Source: an optimization exercise on an open RTL-to-GDS flow (aim: small area and a short achievable clock period). Production flows keep margins and buffers that such runs may drop.
In this exercise RTL edits were held to simulation tests only and were not proved equivalent to the original.
Power is estimated from default activity; no workload was simulated.

## flow/config.mk

```make
export PLATFORM = sky130hd
export DESIGN_NAME = execCore
export DESIGN_NICKNAME = execCore
export VERILOG_FILES = /design/flow/design.v
export SDC_FILE = /design/flow/constraint.sdc
export NUM_CORES = 4
export LEC_CHECK = 0
export CAP_MARGIN = 20
export CORE_MARGIN = 2
export CORE_UTILIZATION = 40
export SLEW_MARGIN = 20
```

## flow/constraint.sdc

```tcl
create_clock -name core_clock -period 5.5 [get_ports {clk}]
set_input_delay 1.1000 -clock core_clock [delete_from_list [all_inputs] [get_ports {clk}]]
set_output_delay 1.1000 -clock core_clock [all_outputs]
set_load 0.01 [all_outputs]
```

## flow/design.v

```verilog
`timescale 1ns/1ps
package corePkg;
  localparam int DATA_W     = 32;
  localparam int REG_ADDR_W = 5;
  localparam int NUM_REGS   = 32;
  typedef logic [DATA_W-1:0]     wordT;    
  typedef logic [REG_ADDR_W-1:0] regIdxT;  
  typedef logic [5:0]            codeT;    
  localparam codeT OP_RTYPE = 6'b000000;
  localparam codeT OP_BEQ   = 6'b000100;
  localparam codeT OP_BNE   = 6'b000101;
  localparam codeT OP_BLEZ  = 6'b000110;
  localparam codeT OP_BGTZ  = 6'b000111;
  localparam codeT OP_ADDI  = 6'b001000;
  localparam codeT OP_ADDIU = 6'b001001;
  localparam codeT OP_SLTI  = 6'b001010;
  localparam codeT OP_SLTIU = 6'b001011;
  localparam codeT OP_ANDI  = 6'b001100;
  localparam codeT OP_ORI   = 6'b001101;
  localparam codeT OP_XORI  = 6'b001110;
  localparam codeT OP_LUI   = 6'b001111;
  localparam codeT FN_SLL  = 6'b000000;
  localparam codeT FN_SRL  = 6'b000010;
  localparam codeT FN_SRA  = 6'b000011;
  localparam codeT FN_ADD  = 6'b100000;
  localparam codeT FN_ADDU = 6'b100001;
  localparam codeT FN_SUB  = 6'b100010;
  localparam codeT FN_SUBU = 6'b100011;
  localparam codeT FN_AND  = 6'b100100;
  localparam codeT FN_OR   = 6'b100101;
  localparam codeT FN_XOR  = 6'b100110;
  localparam codeT FN_NOR  = 6'b100111;
  localparam codeT FN_SLT  = 6'b101010;
  localparam codeT FN_SLTU = 6'b101011;
  typedef struct packed {
    logic sub;      
    logic selSum;   
    logic selAnd;
    logic selOr;    
    logic selXor;
    logic selNor;
    logic selSlt;   
    logic selSltu;  
    logic selSll;
    logic selSrl;
    logic selSra;
    logic selTgt;   
    logic brEq;
    logic brNe;
    logic brLez;
    logic brGtz;
  } exCtlT;
endpackage
`timescale 1ns/1ps
module regFile (
  input  logic            clk,
  input  logic            reset,
  input  corePkg::regIdxT rdAddrA,
  input  logic            rdEnA,
  input  corePkg::regIdxT rdAddrB,
  input  logic            rdEnB,
  output corePkg::wordT   rdDataA,
  output corePkg::wordT   rdDataB,
  input  logic            wrEn,      
  input  corePkg::regIdxT wrAddr,
  input  corePkg::wordT   wrData
);
  localparam int N = corePkg::NUM_REGS;
  corePkg::wordT regs [1:N-1];
  logic [N-1:1]  regValid;
  logic [N-1:1]  wrSel;
  logic [N-1:1]  selA;
  logic [N-1:1]  selB;
  logic          bypA;
  logic          bypB;
  assign bypA = rdEnA && wrEn && (wrAddr == rdAddrA);
  assign bypB = rdEnB && wrEn && (wrAddr == rdAddrB);
  for (genvar i = 1; i < N; i++)
  begin : g_reg
    assign wrSel[i] = wrEn && (wrAddr == i);
    assign selA[i]  = rdEnA && !bypA && regValid[i] && (rdAddrA == i);
    assign selB[i]  = rdEnB && !bypB && regValid[i] && (rdAddrB == i);
    always_ff @(posedge clk)
    begin
      if (wrSel[i])
        regs[i] <= wrData;
    end
    always_ff @(posedge clk or posedge reset)
    begin
      if (reset)
        regValid[i] <= 1'b0;
      else if (wrSel[i])
        regValid[i] <= 1'b1;
    end
  end
  always_comb
  begin
    rdDataA = bypA ? wrData : '0;
    rdDataB = bypB ? wrData : '0;
    for (int i = 1; i < N; i++)
    begin
      rdDataA = rdDataA | (regs[i] & {corePkg::DATA_W{selA[i]}});
      rdDataB = rdDataB | (regs[i] & {corePkg::DATA_W{selB[i]}});
    end
  end
endmodule
`timescale 1ns/1ps
module instrDecoder (
  input  corePkg::wordT   instr,
  output corePkg::exCtlT  ctl,
  output logic            regWrite,   
  output corePkg::regIdxT dest,
  output logic            useRs,      
  output logic            useRt,      
  output logic            useImm,     
  output logic            useShamt,   
  output corePkg::wordT   immVal      
);
  corePkg::codeT opcode;
  corePkg::codeT funct;
  logic          isR;
  logic          isI;
  assign opcode = instr[31:26];
  assign funct  = instr[5:0];
  assign isR    = (opcode == corePkg::OP_RTYPE);
  assign isI    = (opcode[5:3] == 3'b001);
  always_comb
  begin
    ctl      = '0;
    regWrite = 1'b0;
    useShamt = 1'b0;
    if (isR)
    begin
      regWrite = 1'b1;
      case (funct)
        corePkg::FN_ADD, corePkg::FN_ADDU: ctl.selSum = 1'b1;
        corePkg::FN_SUB, corePkg::FN_SUBU: {ctl.selSum, ctl.sub} = 2'b11;
        corePkg::FN_AND:  ctl.selAnd = 1'b1;
        corePkg::FN_OR:   ctl.selOr  = 1'b1;
        corePkg::FN_XOR:  ctl.selXor = 1'b1;
        corePkg::FN_NOR:  ctl.selNor = 1'b1;
        corePkg::FN_SLT:  {ctl.selSlt, ctl.sub} = 2'b11;
        corePkg::FN_SLTU: {ctl.selSltu, ctl.sub} = 2'b11;
        corePkg::FN_SLL:  {ctl.selSll, useShamt} = 2'b11;
        corePkg::FN_SRL:  {ctl.selSrl, useShamt} = 2'b11;
        corePkg::FN_SRA:  {ctl.selSra, useShamt} = 2'b11;
        default: regWrite = 1'b0;  
      endcase
    end
    else
    begin
      case (opcode)
        corePkg::OP_ADDI, corePkg::OP_ADDIU: {ctl.selSum, regWrite} = 2'b11;
        corePkg::OP_SLTI:  {ctl.selSlt, ctl.sub, regWrite} = 3'b111;
        corePkg::OP_SLTIU: {ctl.selSltu, ctl.sub, regWrite} = 3'b111;
        corePkg::OP_ANDI:  {ctl.selAnd, regWrite} = 2'b11;
        corePkg::OP_ORI, corePkg::OP_LUI: {ctl.selOr, regWrite} = 2'b11;
        corePkg::OP_XORI:  {ctl.selXor, regWrite} = 2'b11;
        corePkg::OP_BEQ:   {ctl.selTgt, ctl.brEq}  = 2'b11;
        corePkg::OP_BNE:   {ctl.selTgt, ctl.brNe}  = 2'b11;
        corePkg::OP_BLEZ:  {ctl.selTgt, ctl.brLez} = 2'b11;
        corePkg::OP_BGTZ:  {ctl.selTgt, ctl.brGtz} = 2'b11;
        default: ;  
      endcase
    end
  end
  assign dest   = isR ? instr[15:11] : instr[20:16];
  assign useImm = isI;
  assign useRs  = !useShamt && !(opcode == corePkg::OP_LUI);
  assign useRt  = !isI;
  always_comb
  begin
    if (opcode == corePkg::OP_LUI)
      immVal = {instr[15:0], 16'b0};
    else if (opcode[2])
      immVal = {16'b0, instr[15:0]};             
    else
      immVal = {{16{instr[15]}}, instr[15:0]};   
  end
endmodule
`timescale 1ns/1ps
module aluUnit (
  input  corePkg::wordT  a,
  input  corePkg::wordT  b,
  input  corePkg::wordT  tgt,
  input  corePkg::exCtlT ctl,
  output corePkg::wordT  result,
  output logic           taken
);
  corePkg::wordT bx;
  logic [33:0]   sumFull;
  corePkg::wordT sum;
  logic          carry;
  logic          lt;
  logic [4:0]    shAmt;
  corePkg::wordT shl;
  corePkg::wordT shr;
  logic          eq;
  logic          zero;
  assign bx      = b ^ {32{ctl.sub}};
  assign sumFull = {1'b0, a, 1'b1} + {1'b0, bx, ctl.sub};
  assign sum     = sumFull[32:1];
  assign carry   = sumFull[33];
  assign lt      = ctl.selSlt ? ((a[31] != b[31]) ? a[31] : sum[31]) : !carry;
  assign shAmt = a[4:0];
  assign shl   = b << shAmt;
  assign shr   = corePkg::wordT'($signed({ctl.selSra & b[31], b}) >>> shAmt);
  always_comb
  begin
    result = ({32{ctl.selSum}} & sum)
           | ({32{ctl.selAnd}} & (a & b))
           | ({32{ctl.selOr}}  & (a | b))
           | ({32{ctl.selXor}} & (a ^ b))
           | ({32{ctl.selNor}} & ~(a | b))
           | ({32{ctl.selSll}} & shl)
           | ({32{ctl.selSrl | ctl.selSra}} & shr)
           | ({32{ctl.selTgt}} & tgt);
    result[0] = result[0] | ((ctl.selSlt | ctl.selSltu) & lt);
  end
  assign eq    = (a == b);
  assign zero  = (a == '0);
  assign taken = (ctl.brEq & eq) | (ctl.brNe & !eq)
               | (ctl.brLez & (a[31] | zero)) | (ctl.brGtz & !a[31] & !zero);
endmodule
`timescale 1ns/1ps
module executeStage (
  input  logic            clk,
  input  logic            reset,
  input  logic            decResult,    
  input  logic            decBranch,    
  input  logic            decWrite,     
  input  corePkg::regIdxT decDest,
  input  corePkg::exCtlT  decCtl,
  input  logic            decFwdA,      
  input  logic            decFwdB,
  input  corePkg::wordT   decA,
  input  corePkg::wordT   decB,
  input  corePkg::wordT   decTgt,
  output logic            exWrite,
  output corePkg::regIdxT exDest,
  output logic            wbResult,
  output logic            wbWrite,
  output corePkg::regIdxT wbDest,
  output corePkg::wordT   wbData,       
  output logic            wbBranch,
  output logic            wbTaken
);
  logic            exResult;
  logic            exBranch;
  corePkg::exCtlT  exCtl;
  logic            exFwdA;
  logic            exFwdB;
  corePkg::wordT   exA;
  corePkg::wordT   exB;
  corePkg::wordT   exTgt;
  corePkg::wordT   opA;
  corePkg::wordT   opB;
  corePkg::wordT   aluResult;
  logic            taken;
  always_ff @(posedge clk or posedge reset)
  begin
    if (reset)
      {exResult, exBranch, exWrite} <= '0;
    else
      {exResult, exBranch, exWrite} <= {decResult, decBranch, decWrite};
  end
  always_ff @(posedge clk)
  begin
    exDest <= decDest;
    exCtl  <= decCtl;
    exFwdA <= decFwdA;
    exFwdB <= decFwdB;
    exA    <= decA;
    exB    <= decB;
    exTgt  <= decTgt;
  end
  assign opA = exFwdA ? wbData : exA;
  assign opB = exFwdB ? wbData : exB;
  aluUnit i_alu (
    .a      (opA),
    .b      (opB),
    .tgt    (exTgt),
    .ctl    (exCtl),
    .result (aluResult),
    .taken  (taken)
  );
  always_ff @(posedge clk or posedge reset)
  begin
    if (reset)
      {wbResult, wbWrite, wbBranch, wbTaken} <= '0;
    else
      {wbResult, wbWrite, wbBranch, wbTaken} <= {exResult, exWrite, exBranch, exBranch & taken};
  end
  always_ff @(posedge clk)
  begin
    wbDest <= exDest;
    wbData <= aluResult;
  end
endmodule
`timescale 1ns/1ps
module execCore (
  input  logic            clk,
  input  logic            reset,
  input  logic            instrValid,
  input  corePkg::wordT   instr,
  input  corePkg::wordT   pc,
  output logic            resultValid,
  output corePkg::regIdxT resultReg,
  output corePkg::wordT   resultData,
  output logic            branchValid,
  output logic            branchTaken,
  output corePkg::wordT   branchTarget
);
  logic            validQ;
  corePkg::wordT   instrQ;
  corePkg::wordT   pcQ;
  corePkg::exCtlT  decCtl;
  logic            decRegWrite;
  corePkg::regIdxT decDest;
  logic            useRs;
  logic            useRt;
  logic            useImm;
  logic            useShamt;
  corePkg::wordT   immVal;
  corePkg::regIdxT rs;
  corePkg::regIdxT rt;
  corePkg::wordT   rdDataA;
  corePkg::wordT   rdDataB;
  corePkg::wordT   decA;
  corePkg::wordT   decB;
  corePkg::wordT   decTgt;
  logic            decFwdA;
  logic            decFwdB;
  logic [30:0]     tgtHi;
  logic            exWrite;
  corePkg::regIdxT exDest;
  logic            wbResult;
  logic            wbWrite;
  corePkg::regIdxT wbDest;
  corePkg::wordT   wbData;
  logic            wbBranch;
  logic            wbTaken;
  always_ff @(posedge clk or posedge reset)
  begin
    if (reset)
      validQ <= 1'b0;
    else
      validQ <= instrValid;
  end
  always_ff @(posedge clk)
  begin
    instrQ <= instr;
    pcQ    <= pc;
  end
  assign rs = instrQ[25:21];
  assign rt = instrQ[20:16];
  instrDecoder i_decoder (
    .instr    (instrQ),
    .ctl      (decCtl),
    .regWrite (decRegWrite),
    .dest     (decDest),
    .useRs    (useRs),
    .useRt    (useRt),
    .useImm   (useImm),
    .useShamt (useShamt),
    .immVal   (immVal)
  );
  regFile i_regFile (
    .clk     (clk),
    .reset   (reset),
    .rdAddrA (rs),
    .rdEnA   (useRs),
    .rdAddrB (rt),
    .rdEnB   (useRt),
    .rdDataA (rdDataA),
    .rdDataB (rdDataB),
    .wrEn    (wbWrite),
    .wrAddr  (wbDest),
    .wrData  (wbData)
  );
  assign decA    = rdDataA | (useShamt ? {27'b0, instrQ[10:6]} : '0);
  assign decB    = rdDataB | (useImm ? immVal : '0);
  assign tgtHi   = {pcQ[31:2], 1'b1} + {{14{instrQ[15]}}, instrQ[15:0], 1'b1};
  assign decTgt  = {tgtHi[30:1], pcQ[1:0]};
  assign decFwdA = useRs && exWrite && (exDest == rs);
  assign decFwdB = useRt && exWrite && (exDest == rt);
  executeStage i_execute (
    .clk       (clk),
    .reset     (reset),
    .decResult (validQ && decRegWrite),
    .decBranch (validQ && decCtl.selTgt),
    .decWrite  (validQ && decRegWrite && (decDest != '0)),
    .decDest   (decDest),
    .decCtl    (decCtl),
    .decFwdA   (decFwdA),
    .decFwdB   (decFwdB),
    .decA      (decA),
    .decB      (decB),
    .decTgt    (decTgt),
    .exWrite   (exWrite),
    .exDest    (exDest),
    .wbResult  (wbResult),
    .wbWrite   (wbWrite),
    .wbDest    (wbDest),
    .wbData    (wbData),
    .wbBranch  (wbBranch),
    .wbTaken   (wbTaken)
  );
  assign resultValid  = wbResult;  
  assign resultReg    = wbDest;
  assign resultData   = wbData;
  assign branchValid  = wbBranch;
  assign branchTaken  = wbTaken;
  assign branchTarget = wbData;
endmodule
```

## flow/run.sh

```bash
#!/bin/bash
# synth_recipe.tcl (not shown) runs the flow's synth.tcl, then flattens the netlist and writes it again
# the make line also repeats each setting of config.mk as NAME=value (left out here)
make -C /OpenROAD-flow-scripts/flow DESIGN_CONFIG=/design/flow/config.mk WORK_HOME=/design/flow/orfs CLKGATE_MAP_FILE= SYNTH_SCRIPT=/design/flow/synth_recipe.tcl finish
```

==> impl_metrics.env, run 1 <==
export IMPL_dp_hpwl_mm=174
export IMPL_end_kind="flop"
export IMPL_setup_total_negative_slack_ns=0
export IMPL_postLayoutCellArea_mm2=0.0674
export IMPL_place_port_buffers=138
export IMPL_die_x_um=386
export IMPL_switchingPower_w=0.00494
export IMPL_htreeDepth=4
export IMPL_setup_viol=0
export IMPL_grt_pass1_vias=47100
export IMPL_gp_congestion=1.01
export IMPL_synth_compound_area_share_pct=19.0
export IMPL_via_per_inst=7.48
export IMPL_rsz0062_at_grt="false"
export IMPL_p_leak_nw=26.1
export IMPL_worstPathArrival_ns=5.31
export IMPL_fin_ws_ns=0.870
export IMPL_p_int_w=0.0164
export IMPL_synth_fa_ha_area_share_pct=2.74
export IMPL_synth_edf_count=992
export IMPL_synthArstFlopShare_pct=3.06
export IMPL_fp_dieArea_mm2=0.149
export IMPL_placed_area_mm2=0.0625
export IMPL_clkSinkCount=1276
export IMPL_cts_setup_buffers=0
export IMPL_status="finished clean"
export IMPL_comb_power_share_pct=4.1
export IMPL_fin_crit_sh_pct=84.2
export IMPL_fp_dieH_um=386
export IMPL_yosysTopAreaCell="edfxtp_1"
export IMPL_period_minus_slack_ns=4.63
export IMPL_synth_seq_cells=1276
export IMPL_cts_resized=0
export IMPL_io_pins=139
export IMPL_synthCells=4580
export IMPL_synth_area_top_cells="edfxtp_1, a22oi_1, dfxtp_1"
export IMPL_drv_slew=0
export IMPL_skew_ns=0.0493
export IMPL_wl_per_cell_um=43.9
export IMPL_grt_util_all_layers_pct=38.5
export IMPL_dp_slack_ns=0.969
export IMPL_synth_top_area_share_pct=51.1
export IMPL_cp_start_kind="flop"
export IMPL_synth_net_count=4774
export IMPL_wl_mm=295
export IMPL_clk_pin_slew_ns=0.06
export IMPL_first_pass_iters=13
export IMPL_critical_path_required_ns=6.18
export IMPL_final_cells=6724
export IMPL_seq_power_share_pct=49.6
export IMPL_synth_area_mm2=0.0583
export IMPL_powerDensity_mw_per_mm2=317
export IMPL_cap_viol_max_count=0
export IMPL_max_slew_margin_rel_pct=12.1
export IMPL_cts_tree="done"
export IMPL_ctsRootBufferMaster="clkbuf_16"
export IMPL_ys_warn_count=6
export IMPL_syn_avg_cell_area_um2=12.7
export IMPL_max_freq_mhz=216
export IMPL_hp_class="flop to flop"
export IMPL_synth_mux_area_share_pct=3.67
export IMPL_nNetsFinal=4863
export IMPL_finalHoldViolCount=0
export IMPL_rows=140
export IMPL_cts_hold_fix_buffers=0
export IMPL_synth_top_family_by_area="compound AO/OA/AOI/OAI gates"
export IMPL_synth_cell_types=86
export IMPL_clockBufferDepth=3
export IMPL_drcViolationCount=0
export IMPL_coreArea_mm2=0.145
export IMPL_drtIter0Drc=11600
export IMPL_grt_antenna_before_repair=22
export IMPL_grt_pass1_wl_mm=394
export IMPL_grt_overflow=0
export IMPL_worstMarginPinSlew_ns=1.31
export IMPL_synth_xor_xnor_area_share_pct=1.36
export IMPL_swShare_pct=23.1
export IMPL_vias=50300
export IMPL_syn_to_final_growth_pct=15.6
export IMPL_placedCellCount=6445
export IMPL_drive_gt1_share_pct=12.0
export IMPL_start_util_pct=40.2
export IMPL_max_vdd_ir_drop_uv=396
export IMPL_synth_simple_gate_area_share_pct=8.70
export IMPL_crit_type="flop to flop"
export IMPL_ant_nets=0
export IMPL_cp_max_fo=5
export IMPL_grt_max_degree=58
export IMPL_yosysSeqAreaShare_pct=61.1
export IMPL_clkLatencyLatePin_ns=0.83
export IMPL_clockPowerShare_pct=46.4
export IMPL_ys_flop_type="edfxtp_1"
export IMPL_cts_buffers=137
==> area by class of cell <==
cell class	instances	area, um2
fillers	12900	77800
well taps	1917	2400
flip-flops and latches	1276	35700
inverters	91	342
clock inverters	68	1050
multi-input cells	2839	21200
diodes	26	65.1
repair buffers	324	2920
clock buffers	183	3770
==> kinds of logic after synthesis <==
group,count (synthesis)
AO/OA/AOI/OAI,1454
XOR/XNOR,90
adder cells (fa/ha/maj),127
buffers and inverters,465
flip-flops,1276
multiplexers,210
AND/OR/NAND/NOR,958
==> cell usage in the layout (no fill, tap or decap), drive strengths merged, types with 96 or more instances in the layout <==
master         count
edfxtp           992
a22oi            693
dfxtp            245
nor2             211
mux2i            191
buf              186
clkbuf           183
nand3            161
nand2            147
nand4            142
clkdlybuf4s50    138
a221oi           130
ha               126
a21oi            111
a22o             111
a222oi           106
inv               96
==> flip-flops by register name, indices dropped and copies added (netlist names), 5 cells and up, named ones only <==
signal and count:
instrQ 32, i_execute.exB 32, i_execute.wbDest 5, i_regFile.regs 992, i_execute.exA 32, pcQ 32, i_execute.exTgt 32, i_execute.exDest 5
i_execute.exCtl 16, i_regFile.regValid 31, i_execute.wbData 32
==> metrics by stage <==
stage          utilization, %  hold WS (ns)  total power [W]
3_3_place_gp             43.0         0.316           0.0116
6_report                 46.4         0.337           0.0214
4_1_cts                  46.4         0.342           0.0213
5_1_grt                  46.4         0.342           0.0218
3_5_place_dp             43.0         0.313           0.0116
2_1_floorplan               -         0.310           0.0111
==> synth_stat cells (14+ instances only) <==
| cell type | count |
|---|---|
| ha_1 | 126 |
| a221o_1 | 14 |
| a21oi_1 | 111 |
| nand4_1 | 141 |
| inv_1 | 89 |
| o211ai_1 | 35 |
| o21a_1 | 26 |
| buf_4 | 32 |
| nand2_1 | 147 |
| mux2i_1 | 189 |
| a211oi_1 | 29 |
| or2_2 | 35 |
| nor4_1 | 15 |
| a22o_1 | 111 |
| clkbuf_1 | 256 |
| buf_2 | 58 |
| and3_1 | 43 |
| and4_1 | 27 |
| and2_1 | 17 |
| xor2_1 | 23 |
| a222oi_1 | 106 |
| dfrtp_1 | 39 |
| buf_1 | 25 |
| nand3_1 | 161 |
| or4_1 | 65 |
| a22oi_1 | 693 |
| a221oi_1 | 129 |
| nor2_1 | 208 |
| edfxtp_1 | 992 |
| nor3_1 | 34 |
| mux2_2 | 19 |
| nand2b_1 | 19 |
| o21ai_0 | 82 |
| a21o_1 | 24 |
| nor2b_1 | 19 |
| dfxtp_1 | 245 |
| xnor2_1 | 66 |
==> final timing paths <==
kind	endpoint	slack, ns	cells after the start	startpoint
max reg2reg	i_execute.exTgt[31]	0.87	10	instrQ[5]
max	i_execute.exTgt[31]	0.87	10	instrQ[5]
min in group asynchronous	i_regFile.regValid[24]	0.74	3	reset
min reg2reg	i_execute.exTgt[1]	0.34	0	pcQ[1]
min	i_execute.exTgt[1]	0.34	0	pcQ[1]
max in group asynchronous	i_regFile.regValid[21]	4.35	3	reset
==> critical path: stages, from the launching register on <==
cell and delay, ns:
dfxtp_1 1.06, ha_1 0.43, o21ai_0 0.33, nor4b_1 0.09, o21ai_1 0.09, a21oi_1 0.32, a221oi_1 0.89, o221ai_1 0.27
o41ai_1 0.64, nor2_1 0.12, a211oi_1 0.26
==> power by group through the flow <==
stage               logic, W  registers (W)  clock network [W]
floorplan           0.000410         0.0107                  0
global placement    0.000827         0.0108                  0
detailed placement  0.000831         0.0108                  0
CTS                 0.000835         0.0106            0.00988
global route        0.000901         0.0106             0.0103
finish              0.000866         0.0106            0.00990
==> routing by layer <==
layer	wire length, um	GRT usage [%]	up-vias	part of all wire [%]
li1	-	-	18900	-
met1	97600	45.7	24300	33
met2	120000	55.0	5473	41
met3	49800	17.7	1651	17
met4	27000	27.2	26	9.2
met5	237	1.40	-	0.080
==> inputs of run 2 (changes only) <==
--- a/flow/design.v
+++ b/flow/design.v
@@ -56,12 +56,13 @@
   input  logic            clk,
   input  logic            reset,
-  input  corePkg::regIdxT rdAddrA,
-  input  logic            rdEnA,
-  input  corePkg::regIdxT rdAddrB,
-  input  logic            rdEnB,
+  input  corePkg::regIdxT nxtAddrA,
+  input  logic            nxtEnA,
+  input  logic            nxtBypA,    
+  input  corePkg::regIdxT nxtAddrB,
+  input  logic            nxtEnB,
+  input  logic            nxtBypB,
   output corePkg::wordT   rdDataA,
   output corePkg::wordT   rdDataB,
-  input  logic            wrEn,      
-  input  corePkg::regIdxT wrAddr,
+  input  corePkg::regIdxT wrAddr,     
   input  corePkg::wordT   wrData
 );
@@ -74,11 +75,7 @@
   logic          bypA;
   logic          bypB;
-  assign bypA = rdEnA && wrEn && (wrAddr == rdAddrA);
-  assign bypB = rdEnB && wrEn && (wrAddr == rdAddrB);
   for (genvar i = 1; i < N; i++)
   begin : g_reg
-    assign wrSel[i] = wrEn && (wrAddr == i);
-    assign selA[i]  = rdEnA && !bypA && regValid[i] && (rdAddrA == i);
-    assign selB[i]  = rdEnB && !bypB && regValid[i] && (rdAddrB == i);
+    assign wrSel[i] = (wrAddr == i);
     always_ff @(posedge clk)
     begin
@@ -93,4 +90,14 @@
         regValid[i] <= 1'b1;
     end
+    always_ff @(posedge clk)
+    begin
+      selA[i] <= nxtEnA && !nxtBypA && (nxtAddrA == i) && (regValid[i] || wrSel[i]);
+      selB[i] <= nxtEnB && !nxtBypB && (nxtAddrB == i) && (regValid[i] || wrSel[i]);
+    end
+  end
+  always_ff @(posedge clk)
+  begin
+    bypA <= nxtEnA && nxtBypA;
+    bypB <= nxtEnB && nxtBypB;
   end
   always_comb
@@ -182,41 +189,36 @@
 module aluUnit (
   input  corePkg::wordT  a,
-  input  corePkg::wordT  b,
-  input  corePkg::wordT  tgt,
+  input  corePkg::wordT  bx,
+  input  logic [4:0]     shAmt,
   input  corePkg::exCtlT ctl,
   output corePkg::wordT  result,
   output logic           taken
 );
-  corePkg::wordT bx;
   logic [33:0]   sumFull;
   corePkg::wordT sum;
   logic          carry;
   logic          lt;
-  logic [4:0]    shAmt;
   corePkg::wordT shl;
   corePkg::wordT shr;
   logic          eq;
   logic          zero;
-  assign bx      = b ^ {32{ctl.sub}};
   assign sumFull = {1'b0, a, 1'b1} + {1'b0, bx, ctl.sub};
   assign sum     = sumFull[32:1];
   assign carry   = sumFull[33];
-  assign lt      = ctl.selSlt ? ((a[31] != b[31]) ? a[31] : sum[31]) : !carry;
-  assign shAmt = a[4:0];
-  assign shl   = b << shAmt;
-  assign shr   = corePkg::wordT'($signed({ctl.selSra & b[31], b}) >>> shAmt);
+  assign lt      = ctl.selSlt ? ((a[31] == bx[31]) ? a[31] : sum[31]) : !carry;
+  assign shl   = bx << shAmt;
+  assign shr   = corePkg::wordT'($signed({ctl.selSra & bx[31], bx}) >>> shAmt);
   always_comb
   begin
     result = ({32{ctl.selSum}} & sum)
-           | ({32{ctl.selAnd}} & (a & b))
-           | ({32{ctl.selOr}}  & (a | b))
-           | ({32{ctl.selXor}} & (a ^ b))
-           | ({32{ctl.selNor}} & ~(a | b))
+           | ({32{ctl.selAnd}} & (a & bx))
+           | ({32{ctl.selOr}}  & (a | bx))
+           | ({32{ctl.selXor}} & (a ^ bx))
+           | ({32{ctl.selNor}} & ~(a | bx))
            | ({32{ctl.selSll}} & shl)
-           | ({32{ctl.selSrl | ctl.selSra}} & shr)
-           | ({32{ctl.selTgt}} & tgt);
+           | ({32{ctl.selSrl | ctl.selSra}} & shr);
     result[0] = result[0] | ((ctl.selSlt | ctl.selSltu) & lt);
   end
-  assign eq    = (a == b);
+  assign eq    = (a == bx);
   assign zero  = (a == '0);
   assign taken = (ctl.brEq & eq) | (ctl.brNe & !eq)
@@ -235,10 +237,12 @@
   input  logic            decFwdB,
   input  corePkg::wordT   decA,
-  input  corePkg::wordT   decB,
-  input  corePkg::wordT   decTgt,
+  input  corePkg::wordT   decBx,        
+  input  logic [33:0]     decTgt,       
+  input  logic [4:0]      decShamt,
   output logic            exWrite,
   output corePkg::regIdxT exDest,
+  output corePkg::regIdxT wbWrDest,     
+  output corePkg::wordT   wbWrData,
   output logic            wbResult,
-  output logic            wbWrite,
   output corePkg::regIdxT wbDest,
   output corePkg::wordT   wbData,       
@@ -249,11 +253,10 @@
   logic            exBranch;
   corePkg::exCtlT  exCtl;
-  logic            exFwdA;
-  logic            exFwdB;
   corePkg::wordT   exA;
-  corePkg::wordT   exB;
+  corePkg::wordT   exBx;
+  logic [33:0]     exTgtPart;
+  logic [14:0]     tgtHi;
   corePkg::wordT   exTgt;
-  corePkg::wordT   opA;
-  corePkg::wordT   opB;
+  logic [4:0]      exShamt;
   corePkg::wordT   aluResult;
   logic            taken;
@@ -269,31 +272,37 @@
     exDest <= decDest;
     exCtl  <= decCtl;
-    exFwdA <= decFwdA;
-    exFwdB <= decFwdB;
-    exA    <= decA;
-    exB    <= decB;
-    exTgt  <= decTgt;
+    exA    <= decFwdA ? aluResult : decA;
+    exBx   <= decFwdB ? (aluResult ^ {32{decCtl.sub}}) : decBx;
+    exTgtPart <= decTgt;
+    exShamt <= decShamt;
   end
-  assign opA = exFwdA ? wbData : exA;
-  assign opB = exFwdB ? wbData : exB;
   aluUnit i_alu (
-    .a      (opA),
-    .b      (opB),
-    .tgt    (exTgt),
+    .a      (exA),
+    .bx     (exBx),
+    .shAmt  (exShamt),
     .ctl    (exCtl),
     .result (aluResult),
     .taken  (taken)
   );
+  assign tgtHi = {exTgtPart[33:20], 1'b1} + {{14{exTgtPart[19]}}, exTgtPart[18]};
+  assign exTgt = {tgtHi[14:1], exTgtPart[17:0]};
   always_ff @(posedge clk or posedge reset)
   begin
     if (reset)
-      {wbResult, wbWrite, wbBranch, wbTaken} <= '0;
+    begin
+      {wbResult, wbBranch, wbTaken} <= '0;
+      wbWrDest <= '0;
+    end
     else
-      {wbResult, wbWrite, wbBranch, wbTaken} <= {exResult, exWrite, exBranch, exBranch & taken};
+    begin
+      {wbResult, wbBranch, wbTaken} <= {exResult, exBranch, exBranch & taken};
+      wbWrDest <= exWrite ? exDest : '0;
+    end
   end
   always_ff @(posedge clk)
   begin
-    wbDest <= exDest;
-    wbData <= aluResult;
+    wbWrData <= aluResult;
+    wbDest   <= exDest;
+    wbData   <= exCtl.selTgt ? exTgt : aluResult;
   end
 endmodule
@@ -324,4 +333,8 @@
   corePkg::wordT   immVal;
   corePkg::regIdxT rs;
+  corePkg::regIdxT nxtRs;
+  corePkg::regIdxT nxtRt;
+  logic            nxtUseRs;
+  logic            nxtUseRt;
   corePkg::regIdxT rt;
   corePkg::wordT   rdDataA;
@@ -329,12 +342,14 @@
   corePkg::wordT   decA;
   corePkg::wordT   decB;
-  corePkg::wordT   decTgt;
+  corePkg::wordT   decBx;
+  logic [33:0]     decTgt;     
   logic            decFwdA;
   logic            decFwdB;
-  logic [30:0]     tgtHi;
+  logic [17:0]     tgtLo;
   logic            exWrite;
   corePkg::regIdxT exDest;
   logic            wbResult;
-  logic            wbWrite;
+  corePkg::regIdxT wbWrDest;
+  corePkg::wordT   wbWrData;
   corePkg::regIdxT wbDest;
   corePkg::wordT   wbData;
@@ -366,21 +381,28 @@
     .immVal   (immVal)
   );
+  assign nxtRs    = instr[25:21];
+  assign nxtRt    = instr[20:16];
+  assign nxtUseRs = !((instr[31:26] == corePkg::OP_RTYPE) && (instr[5:2] == 4'b0000) && (instr[1:0] != 2'b01))
+                 && !(instr[31:26] == corePkg::OP_LUI);
+  assign nxtUseRt = !(instr[31:29] == 3'b001);
   regFile i_regFile (
-    .clk     (clk),
-    .reset   (reset),
-    .rdAddrA (rs),
-    .rdEnA   (useRs),
-    .rdAddrB (rt),
-    .rdEnB   (useRt),
+    .clk      (clk),
+    .reset    (reset),
+    .nxtAddrA (nxtRs),
+    .nxtEnA   (nxtUseRs),
+    .nxtBypA  (exWrite && (exDest == nxtRs)),
+    .nxtAddrB (nxtRt),
+    .nxtEnB   (nxtUseRt),
+    .nxtBypB  (exWrite && (exDest == nxtRt)),
     .rdDataA (rdDataA),
     .rdDataB (rdDataB),
-    .wrEn    (wbWrite),
-    .wrAddr  (wbDest),
-    .wrData  (wbData)
+    .wrAddr  (wbWrDest),
+    .wrData  (wbWrData)
   );
-  assign decA    = rdDataA | (useShamt ? {27'b0, instrQ[10:6]} : '0);
+  assign decA    = rdDataA;
   assign decB    = rdDataB | (useImm ? immVal : '0);
-  assign tgtHi   = {pcQ[31:2], 1'b1} + {{14{instrQ[15]}}, instrQ[15:0], 1'b1};
-  assign decTgt  = {tgtHi[30:1], pcQ[1:0]};
+  assign decBx   = decB ^ {32{decCtl.sub}};
+  assign tgtLo   = {pcQ[17:2], 1'b1} + {instrQ[15:0], 1'b1};
+  assign decTgt  = {pcQ[31:18], instrQ[15], tgtLo[17:1], pcQ[1:0]};
   assign decFwdA = useRs && exWrite && (exDest == rs);
   assign decFwdB = useRt && exWrite && (exDest == rt);
@@ -396,10 +418,12 @@
     .decFwdB   (decFwdB),
     .decA      (decA),
-    .decB      (decB),
+    .decBx     (decBx),
     .decTgt    (decTgt),
+    .decShamt  (instrQ[10:6]),
     .exWrite   (exWrite),
     .exDest    (exDest),
+    .wbWrDest  (wbWrDest),
+    .wbWrData  (wbWrData),
     .wbResult  (wbResult),
-    .wbWrite   (wbWrite),
     .wbDest    (wbDest),
     .wbData    (wbData),
--- a/flow/config.mk
+++ b/flow/config.mk
@@ -9,3 +9,7 @@
 export CORE_MARGIN = 2
 export CORE_UTILIZATION = 40
+export CTS_CLUSTER_DIAMETER = 60
+export CTS_CLUSTER_SIZE = 30
+export SETUP_SLACK_MARGIN = 2.0
 export SLEW_MARGIN = 20
+export TNS_END_PERCENT = 100
==> run 2 against run 1 <==
Effect of this change: still clean; count of clock-buffer cells in the layout fell by 79; critical path depth grew 2; sequential cell count grew 105; critical path type unchanged.
==> impl_metrics.env, run 2 <==
export IMPL_top_register="i_regFile.regs"
export IMPL_drcViolationCount=0
export IMPL_synth_top_area_share_pct=48.8
export IMPL_reg_largest_list="i_regFile.regs: 992 flops, i_execute.exTgtPart: 34 flops"
export IMPL_synthTopCellsByCount="edfxtp_1, a22oi_1, dfxtp_1"
export IMPL_multi_input_area_mm2=0.0215
export IMPL_synthArstFlopShare_pct=3.11
export IMPL_synth_top_family_by_area="compound AO/OA/AOI/OAI gates"
export IMPL_route_met2_wl_mm=121
export IMPL_synth_xor_xnor_area_share_pct=1.28
export IMPL_period_minus_slack_ns=3.50
export IMPL_crit_type="flop to flop"
export IMPL_placed_area_mm2=0.0653
export IMPL_wl_per_cell_um=42.7
export IMPL_clockBufferDepth=3
export IMPL_worstPathArrival_ns=4.20
export IMPL_worstMarginPinSlew_ns=1.30
export IMPL_gp_congestion=1.04
export IMPL_synth_fa_ha_area_share_pct=2.00
export IMPL_clk_pin_slew_ns=0.09
export IMPL_top_layer_used="met5"
export IMPL_coreArea_mm2=0.152
export IMPL_fill_cells=13600
export IMPL_synth_most_common_cell="edfxtp_1"
export IMPL_die_x_um=395
export IMPL_grt_pass1_vias=48000
export IMPL_io_pins=139
export IMPL_wl_met1_mm=98.5
export IMPL_drv_slew=0
export IMPL_register_area_mm2=0.0379
export IMPL_synth_edf_count=992
export IMPL_wl_met3_mm=49.9
export IMPL_ys_warn_count=6
export IMPL_crit_buf_inv=2
export IMPL_synth_area_mm2=0.0611
export IMPL_ant_nets=0
export IMPL_synth_mux_area_share_pct=4.43
export IMPL_worst_path_max_delay_cell="ha_1"
export IMPL_wl_mm=297
export IMPL_rows=143
export IMPL_cp_max_fo=11
export IMPL_final_util_pct=45.8
export IMPL_dp_hpwl_mm=179
export IMPL_cts_tree="done"
export IMPL_crit_chain="buf_4 > inv_1 > ha_1 > a21o_1 > a21o_1 > a21oi_1 > o2bb2ai_1 > o221ai_1 > o21ba_2 > mux2i_2 > or2_1 > mux2_2"
export IMPL_hp_class="flop to flop"
export IMPL_synthCells=4754
export IMPL_fp_dieArea_mm2=0.156
export IMPL_slowest_delay_ns=0.49
export IMPL_max_freq_mhz=286
export IMPL_cp_start_kind="flop"
export IMPL_vias=51400
export IMPL_synth_area_top_cells="edfxtp_1, dfxtp_1, a22oi_1"
export IMPL_clkSinkCount=1381
export IMPL_synth_cell_types=87
export IMPL_grt_max_degree=56
export IMPL_status="finished clean"
export IMPL_critical_path_required_ns=6.20
export IMPL_fp_dieH_um=395
export IMPL_end_kind="flop"
export IMPL_ctsRootBufferMaster="clkbuf_16"
export IMPL_largest_reg_flops=992
export IMPL_cts_buffers=101
export IMPL_synth_simple_gate_area_share_pct=7.91
export IMPL_postLayoutCellArea_mm2=0.0694
export IMPL_fin_crit_sh_pct=63.6
export IMPL_start_util_pct=40.3
export IMPL_layout_common_cells="edfxtp_1, a22oi_1, dfxtp_1"
export IMPL_max_vdd_ir_drop_uv=284
export IMPL_critical_path_top_delay_family="compound AO/OA/AOI/OAI gates"
export IMPL_synth_net_count=4917
export IMPL_setup_total_negative_slack_ns=0
export IMPL_grt_pass1_wl_mm=400
export IMPL_drtIter0Drc=11100
export IMPL_yosysTopAreaCell="edfxtp_1"
export IMPL_drive_gt1_share_pct=13.6
export IMPL_cpMostUsedCell="a21o_1"
export IMPL_rsz0062_at_grt="true"
export IMPL_ys_flop_type="edfxtp_1"
export IMPL_htreeDepth=3
export IMPL_finalHoldViolCount=0
export IMPL_syn_avg_cell_area_um2=12.9
export IMPL_grt_util_all_layers_pct=36.9
export IMPL_max_slew_margin_rel_pct=12.9
export IMPL_syn_to_final_growth_pct=13.6
export IMPL_first_pass_iters=9
export IMPL_cap_viol_max_count=0
export IMPL_nNetsFinal=4994
export IMPL_setup_viol=0
export IMPL_skew_ns=0.0781
export IMPL_place_port_buffers=138
export IMPL_yosysSeqAreaShare_pct=61.9
export IMPL_cts_hold_fix_buffers=0
export IMPL_grt_antenna_before_repair=17
export IMPL_synth_compound_area_share_pct=19.0
export IMPL_powerDensity_mw_per_mm2=308
export IMPL_clkLatencyLatePin_ns=0.81
export IMPL_synth_seq_cells=1381
export IMPL_via_per_inst=7.39
export IMPL_grt_overflow=0
export IMPL_p_leak_nw=24.4
export IMPL_mostFrequentLayoutCell="edfxtp_1"
-- run 2: changes by cell type in the layout (fill, tap and decap cells not counted), sizes merged, moves of 89 or more --
| cell | delta |
|---|---|
| nor3 | +110 |
| a221oi | +96 |
| a222oi | -105 |
| inv | +89 |
| dfxtp | +101 |
| a22o | +97 |
-- run 2: final timing paths --
kind / depth (start not counted) / from / slack, ns / to
worst max-delay path: 12 / i_execute.exBx[23] / 2.00 / i_execute.wbData[30]
worst min-delay path: 0 / pcQ[1] / 0.33 / i_execute.exTgtPart[1]
worst max register to register: 12 / i_execute.exBx[23] / 2.00 / i_execute.wbData[30]
worst min register to register: 0 / pcQ[1] / 0.33 / i_execute.exTgtPart[1]
max in group asynchronous: 2 / reset / 4.21 / i_execute.wbTaken
min in group asynchronous: 2 / reset / 0.77 / i_regFile.regValid[31]
-- run 2: final cells by class --
| class | count | area share [%] |
|---|---|---|
| clock inverter | 85 | 1.82 |
| multi-input combinational | 2865 | 31.0 |
| clock buffer | 104 | 3.66 |
| tap | 2030 | 3.66 |
| inverter | 136 | 0.742 |
| sequential | 1381 | 54.6 |
| antenna | 12 | 0.0433 |
| timing repair buffer | 346 | 4.46 |
-- run 2: kinds of logic (layout without fill, tap and decap cells) --
group                    Yosys count  after routing
other                              0             12
multiplexers                     202            202
adder cells (fa/ha/maj)           96             96
AO/OA/AOI/OAI                   1533           1533
XOR/XNOR                          89             89
flip-flops                      1381           1381
buffers and inverters            508            671
AND/OR/NAND/NOR                  945            945
-- run 2: metrics by stage --
stage               instances  setup WS (ns)  power, W  hold WS, ns
CTS                      6940           1.85    0.0213        0.333
floorplan                4754           2.66    0.0124        0.310
global placement         6741           1.40    0.0131        0.313
finish                   6959           2.00    0.0214        0.332
global route             6947           1.96    0.0218        0.338
detailed placement       6746           1.56    0.0131        0.312
-- run 2: per-layer routing --
metal	GRT usage (%)	vias up
met1	44.8	25000
met2	52.2	5402
met5	0	-
met3	16.6	1589
li1	-	19300
met4	25.2	36
-- run 2: power breakdown --
part           total [W]  switching, W  internal, W
logic            0.00148      0.000930     0.000548
clock network    0.00847       0.00465      0.00382
registers         0.0114      0.000232       0.0112
total             0.0214       0.00581       0.0156
-- run 2: what timing repair did --
action | in CTS | in global routing
endpoints found under the setup margin | 50 | 51
pin swaps | 2 | 2
gates resized for setup | 9 | 32
buffers inserted | 5 | 5
==> inputs of run 3 (changes only) <==
--- a/flow/config.mk
+++ b/flow/config.mk
@@ -6,4 +6,5 @@
 export NUM_CORES = 4
 export LEC_CHECK = 0
+export ABC_AREA = 1
 export CAP_MARGIN = 20
 export CORE_MARGIN = 2
@@ -11,5 +12,5 @@
 export CTS_CLUSTER_DIAMETER = 60
 export CTS_CLUSTER_SIZE = 30
-export SETUP_SLACK_MARGIN = 2.0
+export SETUP_SLACK_MARGIN = 3.1
 export SLEW_MARGIN = 20
 export TNS_END_PERCENT = 100
==> run 3 against run 2 <==
Effect of this change: non-clock buffer count is 134 higher; synthesized cell count up 43%; critical path depth down 6; via count is 17% higher; register-to-register slack gained 0.90 ns; still clean on timing, DRC and antenna; first-iteration DRC count is 7.7% lower; combinational power grew 11%; sequential share of layout area decreased by 4.3 points.
==> impl_metrics.env, run 3 <==
export IMPL_use_met2_pct=55.3
export IMPL_clkSinkCount=1381
export IMPL_synth_area_mm2=0.0637
export IMPL_mostFrequentLayoutCell="nand2_1"
export IMPL_synth_edf_count=992
export IMPL_grt_overflow=0
export IMPL_htreeDepth=3
export IMPL_rows=146
export IMPL_cts_buffers=107
export IMPL_synth_seq_cells=1381
export IMPL_total_power_w=0.0218
export IMPL_ys_warn_count=6
export IMPL_worstMarginPinSlew_ns=1.09
export IMPL_fin_crit_sh_pct=47.2
export IMPL_synthTopCellsByCount="nand2_1, edfxtp_1, nand3_1"
export IMPL_clockBufferDepth=3
export IMPL_max_vdd_ir_drop_uv=289
export IMPL_yosysSeqAreaShare_pct=59.3
export IMPL_grt_busiest_layer="met2"
export IMPL_die_x_um=403
export IMPL_dp_hpwl_mm=203
export IMPL_setup_total_negative_slack_ns=0
export IMPL_setup_viol=0
export IMPL_reg_largest_list="i_regFile.regs: 992 flops, i_execute.exTgtPart: 34 flops"
export IMPL_fp_dieArea_mm2=0.162
export IMPL_rsz0062_at_grt="true"
export IMPL_grt_util_all_layers_pct=38.6
export IMPL_cp_start_kind="flop"
export IMPL_finalHoldViolCount=0
export IMPL_drv_slew=0
export IMPL_wl_per_cell_um=35.2
export IMPL_drive_gt1_share_pct=16.3
export IMPL_drtIter0Drc=10200
export IMPL_cp_max_fo=20
export IMPL_period_minus_slack_ns=2.60
export IMPL_worstPathArrival_ns=3.24
export IMPL_place_port_buffers=138
export IMPL_synth_cell_types=56
export IMPL_clkLatencyLatePin_ns=0.79
export IMPL_vias=60300
export IMPL_synthCells=6807
export IMPL_yosysTopAreaCell="edfxtp_1"
export IMPL_max_slew_margin_rel_pct=27.3
export IMPL_drcViolationCount=0
export IMPL_p_leak_nw=29.7
export IMPL_synthArstFlopShare_pct=3.11
export IMPL_synth_area_top_cells="edfxtp_1, nand2_1, dfxtp_1"
export IMPL_gp_congestion=1.07
export IMPL_grt_pass1_wl_mm=436
export IMPL_wl_mm=325
export IMPL_clk_pin_slew_ns=0.09
export IMPL_layout_common_cells="nand2_1, edfxtp_1, nand3_1"
export IMPL_ant_nets=0
export IMPL_first_pass_iters=8
export IMPL_fp_dieH_um=403
export IMPL_synth_top_area_share_pct=46.8
export IMPL_skew_ns=0.0510
export IMPL_syn_avg_cell_area_um2=9.36
export IMPL_ys_flop_type="edfxtp_1"
export IMPL_hp_class="flop to flop"
export IMPL_syn_to_final_growth_pct=19.1
export IMPL_cap_viol_max_count=0
export IMPL_grt_max_degree=61
export IMPL_nNetsFinal=7220
export IMPL_synth_most_common_cell="nand2_1"
export IMPL_use_met1_pct=45.9
export IMPL_end_kind="flop"
export IMPL_io_pins=139
export IMPL_synth_net_count=6970
export IMPL_max_freq_mhz=385
export IMPL_largest_reg_flops=992
export IMPL_start_util_pct=40.3
export IMPL_cts_hold_fix_buffers=0
export IMPL_fill_cells=14700
export IMPL_grt_pass1_vias=55500
export IMPL_coreArea_mm2=0.158
export IMPL_met3_usage_pct=15.0
export IMPL_status="finished clean"
export IMPL_top_register="i_regFile.regs"
export IMPL_via_per_inst=6.53
export IMPL_critical_path_required_ns=6.14
export IMPL_ctsRootBufferMaster="clkbuf_16"
export IMPL_grt_antenna_before_repair=27
export IMPL_cts_tree="done"
export IMPL_crit_type="flop to flop"
export IMPL_powerDensity_mw_per_mm2=288
==> run 3: cell types whose count changed in the layout (fill, tap and decap cells not counted), sizes merged, moves of 79 or more <==
| cell | delta |
|---|---|
| nand2 | +2263 |
| a22oi | -649 |
| nand3 | +522 |
| inv | +342 |
| buf | +202 |
| nand4 | +128 |
| mux2i | -106 |
| a221oi | -93 |
| nor4 | +89 |
| nor3 | -79 |
==> run 3: kinds of logic after synthesis <==
family | after synthesis | synth area share [%]
AND/OR/NAND/NOR | 3816 | 25.8
flip-flops | 1381 | 59.3
buffers and inverters | 831 | 5.24
AO/OA/AOI/OAI | 650 | 7.23
adder cells (fa/ha/maj) | 96 | 1.92
XOR/XNOR | 32 | 0.440
multiplexers | 1 | 0.0157
==> run 3: final cells by class <==
cell class	count	area (um2)	area share, %
flip-flops and latches	1381	38200	50.3
multi-input cells	4595	24600	32.5
repair buffers	480	4490	5.91
clock buffers	111	2780	3.66
well taps	2072	2590	3.42
inverters	490	1930	2.55
clock inverters	91	1200	1.58
diodes	13	32.5	0.0429
repair inverters	2	16.3	0.0214
==> run 3: worst max-delay path, stage by stage (launching register included) <==
cell     delay [ns]
dfxtp_2        0.64
buf_4          0.44
nand2_1        0.10
nand4_1        0.08
nor4_1         0.53
nand3_1        0.40
o21a_1         0.21
==> run 3: metrics by stage <==
step                      utilization, %  hold slack [ns]  setup slack [ns]  area (um2)  std cells
after floorplan                        -            0.310              2.77       63800       6807
after global placement              43.0            0.312              1.76       68000       8857
after CTS                           46.8            0.334              3.00       74000       9146
after detailed placement            43.0            0.312              1.78       68000       8858
final                               48.0            0.333              2.90       75900       9235
after global routing                47.9            0.336              2.98       75800       9224
==> run 3: metal layers <==
| layer | routed length (um) | part of all wire (%) | vias to the layer above |
|---|---|---|---|
| met5 | 233 | 0.072 | - |
| met4 | 33700 | 10 | 28 |
| met3 | 52900 | 16 | 1697 |
| met2 | 132000 | 41 | 5647 |
| met1 | 106000 | 33 | 28700 |
| li1 | - | - | 24300 |
==> run 3: repair_timing <==
item / CTS / global route
buffers inserted: 84 / 71
cloned: 2 / 5
pin swaps: 40 / 55
resized for setup: 733 / 296
setup endpoints to repair: 1071 / 384
==> run 3: worst paths after layout <==
| path | start | endpoint | slack, ns | cells past startpoint |
|---|---|---|---|---|
| max | i_regFile.selA[28] | i_execute.exA[19] | 2.90 | 6 |
| min | pcQ[22] | i_execute.exTgtPart[24] | 0.33 | 0 |
| max reg2reg | i_regFile.selA[28] | i_execute.exA[19] | 2.90 | 6 |
| min reg2reg | pcQ[22] | i_execute.exTgtPart[24] | 0.33 | 0 |
| max in group asynchronous | reset | i_execute.exWrite | 4.15 | 3 |
| min in group asynchronous | reset | i_regFile.regValid[30] | 0.79 | 3 |
==> run 3: power by group <==
part           switching (W)  internal, W
registers           0.000178       0.0112
clock network        0.00463      0.00417
logic                0.00110     0.000544
==> inputs of run 4 (changes only) <==
==> flow/flow/run.sh (new file) <==
#!/bin/bash
# The standard layout (the standard.sh: standard synthesis, floorplan, placement, CTS,
# routing), with two changes to how the layout is made:
#  - clock tree synthesis without dummy loads (capacitance-balancing cells hung on the clock
#    leaves), with larger sink clusters;
#  - the input and output ports buffered with buf_2 rather than the buffer buffer_ports picks.
# Every tool's output is kept in the ORFS logs under orfs/logs and in standard.log here.
set -euo pipefail
export CTS_ARGS="-sink_clustering_enable -repair_clock_nets -dont_use_dummy_load -sink_clustering_size 30 -sink_clustering_max_diameter 60"
export BUFFER_PORTS_ARGS="-buffer_cell sky130_fd_sc_hd__buf_2"
bash standard.sh > standard.log 2>&1
==> flow/standard.sh (new file) <==
#!/bin/bash
# synth_recipe.tcl (not shown) runs the flow's synth.tcl, then flattens the netlist and writes it again
# the make line also repeats each setting of config.mk as NAME=value (left out here)
make -C /OpenROAD-flow-scripts/flow DESIGN_CONFIG=/design/flow/config.mk WORK_HOME=/design/flow/orfs CLKGATE_MAP_FILE= SYNTH_SCRIPT=/design/flow/synth_recipe.tcl "${@:-finish}"
removed: flow/run.sh
==> run 4 against run 3 <==
Effect of this change: wire length fell by 2.6%; die area did not move; worst setup slack improved by 0.071 ns; cell count fell by 1.8%; sequential power barely moved; first-iteration DRC count fell by 6.1%; largest cell class unchanged; largest power group unchanged.
==> impl_metrics.env, run 4 <==
export IMPL_nNetsFinal=7157
export IMPL_synth_top_area_share_pct=46.8
export IMPL_grt_pass1_vias=54200
export IMPL_clkSinkCount=1381
export IMPL_synth_cell_types=56
export IMPL_cp_startpoint="i_regFile.selA[27]"
export IMPL_fill_cells=15000
export IMPL_synth_net_count=6970
export IMPL_synth_most_common_cell="nand2_1"
export IMPL_grt_overflow=0
export IMPL_setup_viol=0
export IMPL_top_register="i_regFile.regs"
export IMPL_yosysTopAreaCell="edfxtp_1"
export IMPL_fp_dieH_um=403
export IMPL_htreeDepth=3
export IMPL_placedCellCount=8851
export IMPL_synth_seq_cells=1381
export IMPL_via_per_inst=6.45
export IMPL_wl_mm=316
export IMPL_yosysSeqAreaShare_pct=59.3
export IMPL_total_power_w=0.0200
export IMPL_rsz0062_at_grt="true"
export IMPL_grt_antenna_before_repair=13
export IMPL_dp_slack_ns=1.76
export IMPL_synthTopCellsByCount="nand2_1, edfxtp_1, nand3_1"
export IMPL_start_util_pct=40.3
export IMPL_ys_flop_type="edfxtp_1"
export IMPL_drive_gt1_share_pct=15.1
export IMPL_die_x_um=403
export IMPL_mostFrequentLayoutCell="nand2_1"
export IMPL_drv_slew=0
export IMPL_critical_path_required_ns=6.11
export IMPL_reg_largest_list="i_regFile.regs: 992 flops, i_execute.exTgtPart: 34 flops"
export IMPL_period_minus_slack_ns=2.53
export IMPL_setup_total_negative_slack_ns=0
export IMPL_clkLatencyLatePin_ns=0.80
export IMPL_coreArea_mm2=0.158
export IMPL_whs_ns=0.328
export IMPL_ys_warn_count=6
export IMPL_drtIter0Drc=9611
export IMPL_hp_class="flop to flop"
export IMPL_ctsRootBufferMaster="clkbuf_16"
export IMPL_slowest_delay_ns=0.55
export IMPL_synthCells=6807
export IMPL_crit_chain="buf_4 > a22o_1 > a221oi_1 > nand3_1 > nor3_2 > o21ai_0"
export IMPL_synth_area_mm2=0.0637
export IMPL_syn_avg_cell_area_um2=9.36
export IMPL_route_met2_wl_mm=131
export IMPL_dp_hpwl_mm=203
export IMPL_fin_ws_ns=2.97
export IMPL_grt_max_degree=61
export IMPL_max_freq_mhz=396
export IMPL_first_pass_iters=9
export IMPL_worstPathArrival_ns=3.13
export IMPL_synth_area_top_cells="edfxtp_1, nand2_1, dfxtp_1"
export IMPL_worstMarginPinSlew_ns=1.18
export IMPL_max_slew_margin_rel_pct=20.5
export IMPL_gp_congestion=1.02
export IMPL_wl_met1_mm=109
export IMPL_fp_dieArea_mm2=0.162
export IMPL_final_cells=9070
export IMPL_skew_ns=0.109
export IMPL_status="finished clean"
export IMPL_grt_pass1_wl_mm=425
export IMPL_wl_per_cell_um=34.9
export IMPL_place_port_buffers=138
export IMPL_synth_edf_count=992
export IMPL_finalHoldViolCount=0
export IMPL_synthArstFlopShare_pct=3.11
export IMPL_ant_nets=0
export IMPL_end_kind="flop"
export IMPL_powerDensity_mw_per_mm2=272
export IMPL_grt_util_all_layers_pct=37.6
export IMPL_p_leak_nw=28.8
export IMPL_cts_tree="done"
export IMPL_crit_buf_inv=1
export IMPL_cp_start_kind="flop"
export IMPL_layout_common_cells="nand2_1, edfxtp_1, nand3_1"
export IMPL_wl_met3_mm=46.7
export IMPL_critical_path_top_delay_family="simple AND/OR/NAND/NOR gates"
export IMPL_worst_path_max_delay_cell="nor3_2"
export IMPL_r2r_start="i_regFile.selA[27]"
export IMPL_io_pins=139
export IMPL_cp_max_fo=18
export IMPL_cap_viol_max_count=0
export IMPL_max_vdd_ir_drop_uv=255
export IMPL_crit_type="flop to flop"
export IMPL_clk_pin_slew_ns=0.08
export IMPL_syn_to_final_growth_pct=15.5
export IMPL_fin_crit_sh_pct=45.9
export IMPL_drcViolationCount=0
export IMPL_top_layer_used="met5"
export IMPL_largest_reg_flops=992
export IMPL_vias=58500
export IMPL_cts_buffers=109
export IMPL_rows=146
export IMPL_clockBufferDepth=3
export IMPL_holdCritStartpoint="pcQ[20]"
## run 4: cell types whose count changed in the layout (fill, tap and decap cells not counted), moves of 10 or more
| cell | previous run | this run |
|---|---|---|
| clkinv_8 | 21 | 1 |
| buf_12 | 38 | 25 |
| dfxtp_1 | 179 | 206 |
| dfxtp_2 | 93 | 73 |
| buf_4 | 246 | 189 |
| buf_2 | 65 | 138 |
| inv_8 | 17 | 1 |
| clkdlybuf4s50_1 | 65 | 0 |
| nor2_4 | 41 | 53 |
| nor2_2 | 44 | 31 |
| clkinvlp_4 | 17 | 7 |
| inv_6 | 17 | 2 |
| nand2_1 | 2295 | 2280 |
## run 4: final cells by class
type	instances	area, um2	share of cell area [%]
sequential	1381	38100	51.8
clock buffer	109	2730	3.71
antenna	6	15.0	0.0204
multi-input combinational	4595	24700	33.5
timing repair buffer	416	3510	4.77
timing repair inverter	1	11.3	0.0153
inverter	490	1930	2.62
tap	2072	2590	3.52
## run 4: stage by stage
stage | utilization [%] | cell area (um2)
after floorplan | - | 63800
after global placement | 42.5 | 67300
after detailed placement | 42.6 | 67300
after CTS | 45.5 | 71900
after global routing | 46.5 | 73600
final | 46.5 | 73600
## run 4: logic make-up after synthesis
logic type | after synthesis | share of synthesized area [%]
simple gates | 3816 | 25.8
fa+ha+maj | 96 | 1.92
flops | 1381 | 59.3
mux | 1 | 0.0157
buf+inv | 831 | 5.24
compound gates | 650 | 7.23
xor+xnor | 32 | 0.440
## run 4: path summary, 6_finish.rpt
kind	to	slack, ns	cells after the start
max in group asynchronous	i_execute.wbWrDest[4]	4.43	3
setup reg to reg	i_execute.exA[0]	2.97	6
setup / recovery	i_execute.exA[0]	2.97	6
min in group asynchronous	i_regFile.regValid[5]	0.51	3
hold / removal	i_execute.exTgtPart[22]	0.33	0
hold reg to reg	i_execute.exTgtPart[22]	0.33	0
## run 4: routing by layer
layer / vias up / track usage (%)
met1: 28100 / 46.2
met2: 4987 / 54.6
met4: 14 / 27.8
met5: - / 1.01
met3: 1398 / 12.8
li1: 24000 / -
## run 4: power breakdown
part           internal (W)  switching, W
logic              0.000505       0.00106
clock network       0.00346       0.00359
registers            0.0112      0.000186
total                0.0152       0.00484
## run 4: timing repair
item	CTS	global route
setup endpoints to repair	1070	262
gates cloned	1	6
pin swaps	42	57
hold endpoints to repair	0	0
hold buffers	0	0
setup buffers	57	40
gates resized for setup	393	319
## run 4: worst reg2reg max path: stages (launching register included)
cell,delay [ns]
dfxtp_2,0.54
buf_4,0.47
a22o_1,0.27
a221oi_1,0.23
nand3_1,0.16
nor3_2,0.56
o21ai_0,0.16
==> inputs of run 5 (changes only) <==
--- a/flow/config.mk
+++ b/flow/config.mk
@@ -9,7 +9,5 @@
 export CAP_MARGIN = 20
 export CORE_MARGIN = 2
-export CORE_UTILIZATION = 40
-export CTS_CLUSTER_DIAMETER = 60
-export CTS_CLUSTER_SIZE = 30
+export CORE_UTILIZATION = 55
 export SETUP_SLACK_MARGIN = 3.1
 export SLEW_MARGIN = 20
==> run 5 against run 4 <==
Effect of this change: via count increased by 3.6%; sequential share of layout area increased by 0.24 points; register-to-register slack got worse by 0.02 ns; critical path type unchanged; critical endpoint is now i_execute.exBx[18].
==> impl_metrics.env, run 5 <==
export IMPL_p_leak_nw=29.0
export IMPL_rows=124
export IMPL_ctsRootBufferMaster="clkbuf_16"
export IMPL_htreeDepth=3
export IMPL_syn_to_final_growth_pct=15.0
export IMPL_synth_area_mm2=0.0637
export IMPL_grt_util_all_layers_pct=52.3
export IMPL_dp_hpwl_mm=200
export IMPL_drtIter0Drc=12300
export IMPL_layout_common_cells="nand2_1, edfxtp_1, nand3_1"
export IMPL_wl_met3_mm=60.5
export IMPL_syn_avg_cell_area_um2=9.36
export IMPL_cts_buffers=116
export IMPL_synth_edf_count=992
export IMPL_wl_mm=316
export IMPL_cp_max_fo=16
export IMPL_fp_dieArea_mm2=0.119
export IMPL_finalHoldViolCount=0
export IMPL_max_slew_margin_rel_pct=27.0
export IMPL_drcViolationCount=0
export IMPL_synth_top_area_share_pct=46.8
export IMPL_synthArstFlopShare_pct=3.11
export IMPL_grt_pass1_wl_mm=423
export IMPL_clkSinkCount=1381
export IMPL_powerDensity_mw_per_mm2=277
export IMPL_coreArea_mm2=0.115
export IMPL_start_util_pct=55.6
export IMPL_ys_warn_count=6
export IMPL_r2r_start="i_regFile.selB[30]"
export IMPL_gp_congestion=1.07
export IMPL_rsz0062_at_grt="true"
export IMPL_grt_antenna_before_repair=26
export IMPL_fp_dieH_um=344
export IMPL_reg_largest_list="i_regFile.regs: 992 flops, i_execute.exTgtPart: 34 flops"
export IMPL_max_freq_mhz=392
export IMPL_grt_max_degree=68
export IMPL_period_minus_slack_ns=2.55
export IMPL_grt_pass1_vias=54600
export IMPL_place_port_buffers=138
export IMPL_cts_hold_fix_buffers=0
export IMPL_clk_pin_slew_ns=0.07
export IMPL_nNetsFinal=7195
export IMPL_synth_cell_types=56
export IMPL_placedCellCount=8290
export IMPL_synth_area_top_cells="edfxtp_1, nand2_1, dfxtp_1"
export IMPL_setup_viol=0
export IMPL_top_register="i_regFile.regs"
export IMPL_synth_net_count=6970
export IMPL_via_per_inst=7.08
export IMPL_top_layer_used="met5"
export IMPL_clockBufferDepth=3
export IMPL_setup_total_negative_slack_ns=0
export IMPL_die_x_um=344
export IMPL_io_pins=139
export IMPL_mostFrequentLayoutCell="nand2_1"
export IMPL_holdCritStartpoint="pcQ[19]"
export IMPL_grt_overflow=0
export IMPL_max_vdd_ir_drop_uv=375
export IMPL_cp_start_kind="flop"
export IMPL_vias=60600
export IMPL_yosysSeqAreaShare_pct=59.3
export IMPL_first_pass_iters=10
export IMPL_cap_viol_max_count=0
export IMPL_hp_class="flop to flop"
export IMPL_clkLatencyLatePin_ns=0.79
export IMPL_end_kind="flop"
export IMPL_ant_nets=0
export IMPL_status="finished clean"
export IMPL_final_cells=8564
export IMPL_yosysTopAreaCell="edfxtp_1"
export IMPL_ys_flop_type="edfxtp_1"
export IMPL_fin_crit_sh_pct=46.3
export IMPL_worstPathArrival_ns=3.16
export IMPL_synthCells=6807
export IMPL_drive_gt1_share_pct=15.2
export IMPL_route_met2_wl_mm=119
export IMPL_synthTopCellsByCount="nand2_1, edfxtp_1, nand3_1"
export IMPL_drv_slew=0
export IMPL_largest_reg_flops=992
export IMPL_synth_most_common_cell="nand2_1"
export IMPL_synth_seq_cells=1381
export IMPL_wl_met1_mm=106
export IMPL_crit_type="flop to flop"
export IMPL_cp_startpoint="i_regFile.selB[30]"
export IMPL_cts_tree="done"
export IMPL_critical_path_required_ns=6.11
export IMPL_worstMarginPinSlew_ns=1.09
export IMPL_skew_ns=0.109
export IMPL_wl_per_cell_um=36.9
## run 5: logic make-up after synthesis
group / after synthesis / synth area share [%]
flops: 1381 / 59.3
mux: 1 / 0.0157
fa+ha+maj: 96 / 1.92
compound gates: 650 / 7.23
xor+xnor: 32 / 0.440
buf+inv: 831 / 5.24
simple gates: 3816 / 25.8
## run 5: metal layers
metal / vias to the layer above / global-route usage [%]
li1: 24100 / -
met1: 28400 / 67.8
met2: 6376 / 67.8
met3: 1671 / 25.0
met4: 30 / 36.7
met5: - / 2.32
## run 5: worst max-delay path, stage by stage (launching register included)
cell     delay [ns]
dfxtp_2        0.56
nand2_1        0.17
nand4_1        0.19
nor4_4         0.76
nand4_1        0.21
buf_6          0.19
nand2_1        0.06
nand2_1        0.08
nand2_4        0.15
## run 5: worst paths after layout
check                                                to  slack [ns]  depth (start not counted)
worst max-delay path                 i_execute.exBx[18]        2.95                          8
worst min-delay path            i_execute.exTgtPart[21]        0.32                          0
worst max register to register       i_execute.exBx[18]        2.95                          8
worst min register to register  i_execute.exTgtPart[21]        0.32                          0
max in group asynchronous             i_execute.exWrite        4.47                          2
min in group asynchronous                        validQ        0.45                          2
## run 5: power breakdown
group	switching (W)	internal, W
combinational	0.00107	0.000495
sequential	0.000196	0.0112
clock	0.00366	0.00367
total	0.00493	0.0154
## run 5: final cells by class
class                   count  area [um2]
flip-flops and latches   1381       38100
fillers                  9337       41400
multi-input cells        4595       24500
clock buffers             116        2900
repair buffers            447        3810
well taps                1512        1890
diodes                     22        55.1
repair inverters            1        5.00
inverters                 490        1930
## run 5: what timing repair did
item	CTS	global route
cloned	3	4
endpoints found under the setup margin	841	247
pin swaps	40	62
resized for setup	371	319
setup buffers	59	70
## run 5: stage by stage
stage	utilization, %	area [um2]	power (W)	setup slack, ns	hold slack [ns]
after global placement	58.1	66600	0.0129	1.83	0.310
after global routing	63.9	73200	0.0207	2.97	0.323
after floorplan	-	63800	0.0124	2.77	0.310
after CTS	62.3	71400	0.0201	3.06	0.322
after detailed placement	58.1	66600	0.0129	1.83	0.312
final	63.9	73300	0.0203	2.95	0.321

afterwards: timing with drivers on the ports:
Ports are ideal in the flow. The routed layouts listed here were re-timed in OpenROAD. Step 1 sets driving cells, clkbuf_16 on the clock port and buf_2 on the other inputs (assumed; they add their load-dependent delay and slew). Step 2 moves the port delays by t, midway between the first and last clock arrival at a register: inputs arrive t later, outputs are due t later. That takes back most of the time a late clock gives input paths. Slacks: ideal ports / drivers / drivers and shift; pairs: ideal ports / drivers.
run | shift t [ns] | slack for setup (ns) | worst setup path at the end | cell pins on the clock port's net
run 1 | 0.885 | 0.870 / 0.870 / 0.870 | register to register | 1
run 2 | 0.851 | 2.003 / 2.003 / 1.756 | input to register | 1
run 3 | 0.852 | 2.902 / 2.902 / 2.384 | input to register | 1
run 4 | 0.827 | 2.974 / 2.974 / 2.547 | input to register | 1
run 5 | 0.818 | 2.952 / 2.952 / 2.459 | input to register | 1
After both steps every run listed still meets setup and hold. The setup slack of run 3, which loses most, moves by 0.000 ns with the drivers and by -0.518 ns with both steps.
